What follows belongs to an exercise in optimizing a design on an open flow for small area; a production flow would make more cautious choices. Function was checked by simulation only, so behaviour that the tests miss may differ from the original. Power and IR drop assume default switching activity.

Setup of red:
Design csr_file, start of the top module:
module csr_file (
  input  logic                 clk_i,
  input  logic                 rst_ni,
  input  logic [45:0]          req_i,          
  input  logic [2:0]           stall_i,        
  input  logic                 trap_i,         
  input  logic                 mret_i,         
  input  logic [95:0]          trap_info_i,    
  input  logic [2:0]           irq_i,          
  output logic [32-1:0] csr_rdata_o,
  output logic [32-1:0] mtvec_o,
  output logic [32-1:0] mepc_o
);
clock: 6.0 ns
lec_check: 0
cap_margin: 5
core_margin: 2
core_utilization: 70
slew_margin: 5
synth_hierarchical: 1
synth_minimum_keep_size: 0
standard.sh (not shown) runs the stock make flow with config.mk's settings and CLKGATE_MAP_FILE= SYNTH_SCRIPT=/design/flow/synth_recipe.tcl, a recipe that flattens the netlist after the stock synthesis.
==> flow/flow/run.sh <==
#!/bin/bash
# Standard ORFS layout with two changes: the port buffers use the smallest buffer cell, and
# the clock tree uses larger sink clusters without dummy loads.
set -e
export BUFFER_PORTS_ARGS="-buffer_cell sky130_fd_sc_hd__buf_1"
export CTS_ARGS="-sink_clustering_enable -repair_clock_nets -dont_use_dummy_load -buf_list sky130_fd_sc_hd__clkbuf_8 -sink_clustering_size 15 -sink_clustering_max_diameter 80"
bash standard.sh > standard.log 2>&1
Both conditions hold for red: the flow ran to the end and the final layout passed the timing, DRC and antenna checks.
diff inputs: red => blue
# red
export LEC_CHECK = 0
export CAP_MARGIN = 5
export CORE_MARGIN = 2
export CORE_UTILIZATION = 70
export SLEW_MARGIN = 5
export SYNTH_HIERARCHICAL = 1
export SYNTH_MINIMUM_KEEP_SIZE = 0
create_clock -name core_clock -period 6.0 [get_ports {clk_i}]
# blue
export LEC_CHECK = 0
export CAP_MARGIN = 5
export CORE_MARGIN = 2
export CORE_UTILIZATION = 70
export GPL_TIMING_DRIVEN = 0
export SLEW_MARGIN = 5
export SYNTH_HIERARCHICAL = 1
export SYNTH_MINIMUM_KEEP_SIZE = 0
create_clock -name core_clock -period 6.0 [get_ports {clk_i}]
diff --git a/flow/flow/run.sh b/flow/flow/run.sh
--- a/flow/flow/run.sh
+++ b/flow/flow/run.sh
@@ -6 +6 @@
-export CTS_ARGS="-sink_clustering_enable -repair_clock_nets -dont_use_dummy_load -buf_list sky130_fd_sc_hd__clkbuf_8 -sink_clustering_size 15 -sink_clustering_max_diameter 80"
+export CTS_ARGS="-sink_clustering_enable -repair_clock_nets -dont_use_dummy_load -buf_list sky130_fd_sc_hd__clkbuf_8 -sink_clustering_size 18 -sink_clustering_max_diameter 80"
### Flow results
blue ran to completion and came out clean on the timing, DRC and antenna checks.
Routed via count divided by cell count for blue: about 0.46% up relative to red
Relative to red, the wire length of blue is lower by 2.3%.
Looking at placed cell area, blue sits 70 µm² below red.
Arrival time of data at the critical path endpoint was lower in the run labelled blue.

========
csr_file, a different RTL version from the one above (not shown whole).
Size: ~290 flip-flops, about 250 I/O pins, roughly 12000 sq um of cells after synthesis.
==> flow/config.mk <==
export PLATFORM = sky130hd
export DESIGN_NAME = csr_file
export DESIGN_NICKNAME = csr_file
export VERILOG_FILES = /design/flow/design.v
export SDC_FILE = /design/flow/constraint.sdc
export NUM_CORES = 4
export LEC_CHECK = 0
export CAP_MARGIN = 5
export CORE_MARGIN = 2
export CORE_UTILIZATION = 75
export SLEW_MARGIN = 5
export SYNTH_HIERARCHICAL = 1
export SYNTH_MINIMUM_KEEP_SIZE = 0
==> flow/constraint.sdc <==
create_clock -name core_clock -period 6.0 [get_ports {clk_i}]
set_input_delay 1.2000 -clock core_clock [delete_from_list [all_inputs] [get_ports {clk_i}]]
set_output_delay 1.2000 -clock core_clock [all_outputs]
set_load 0.01 [all_outputs]
==> flow/flow/run.sh <==
#!/bin/bash
# Standard ORFS layout with two changes: the port buffers use the smallest buffer cell, and
# the clock tree uses larger sink clusters without dummy loads.
set -e
export BUFFER_PORTS_ARGS="-buffer_cell sky130_fd_sc_hd__buf_1"
export CTS_ARGS="-sink_clustering_enable -repair_clock_nets -dont_use_dummy_load -buf_list sky130_fd_sc_hd__clkbuf_8 -sink_clustering_size 15 -sink_clustering_max_diameter 80"
bash standard.sh > standard.log 2>&1
The starting point finished with timing, DRC and antenna clean.
Change:
==> flow/flow/run.sh (replaced) <==
#!/bin/bash
# Standard ORFS layout with two changes: the port buffers use the smallest buffer cell, and
# the clock tree uses larger sink clusters without dummy loads; after global routing, cells
# with slack are downsized.
set -e
export BUFFER_PORTS_ARGS="-buffer_cell sky130_fd_sc_hd__buf_1"
export CTS_ARGS="-sink_clustering_enable -repair_clock_nets -dont_use_dummy_load -buf_list sky130_fd_sc_hd__clkbuf_8 -sink_clustering_size 18 -sink_clustering_max_diameter 80"
export RECOVER_POWER=100
bash standard.sh > standard.log 2>&1
--- a/flow/config.mk
+++ b/flow/config.mk
@@ -8,5 +8,5 @@
 export CAP_MARGIN = 5
 export CORE_MARGIN = 2
-export CORE_UTILIZATION = 75
+export CORE_UTILIZATION = 70
 export SLEW_MARGIN = 5
 export SYNTH_HIERARCHICAL = 1
After rerunning: The new run ran to the end with violations: capacitance limit, slew limit. Register-to-register slack is about the same. Setup slack is worse by 0.082 ns. Flip-flop and latch count does not change. Hold slack hardly moves. Synthesized cell count does not change. First-iteration DRC count fell by 11%. Area after synthesis stays the same. Design area decreases by 1.1%. Sequential power barely changes. Die area grows by 6.9%. Total power fell by 1.7%.

==> port drivers added, routing unchanged <==
In the flow no input, the clock included, has a driving cell. The finished layouts below were timed again as built, in two steps. Step 1 (the two cells are an assumption about what drives the block):
set clk [get_ports {clk_i}]
set_driving_cell -lib_cell sky130_fd_sc_hd__clkbuf_16 $clk
set_driving_cell -lib_cell sky130_fd_sc_hd__buf_2 [delete_from_list [all_inputs] $clk]
Step 2 times the ports against the registers' clock, not the clock port: input delays grow and output delays shrink by t, the midpoint of the rising clock arrivals with the driver on. a / b / c = ideal ports / drivers / drivers and shift; a / b = the first two.
run | shift t [ns] | slack for setup (ns) | hold slack, ns | clock arrival spread, ns
red | 0.590 | 0.911 / 0.929 / 0.339 | 0.490 / 0.490 / 0.490 | 0.034 / 0.034
blue | 0.562 | 0.585 / 0.565 / 0.318 | 0.491 / 0.491 / 0.491 | 0.063 / 0.062
the first run of note 2 | 0.591 | 0.859 / 0.836 / 0.474 | 0.497 / 0.497 / 0.497 | 0.048 / 0.048
the second run of note 2 | 0.579 | 0.777 / 0.758 / 0.450 | 0.498 / 0.498 / 0.498 | 0.048 / 0.048
The setup slack of red, which loses most, moves by +0.018 ns with the drivers and by -0.572 ns with both steps.
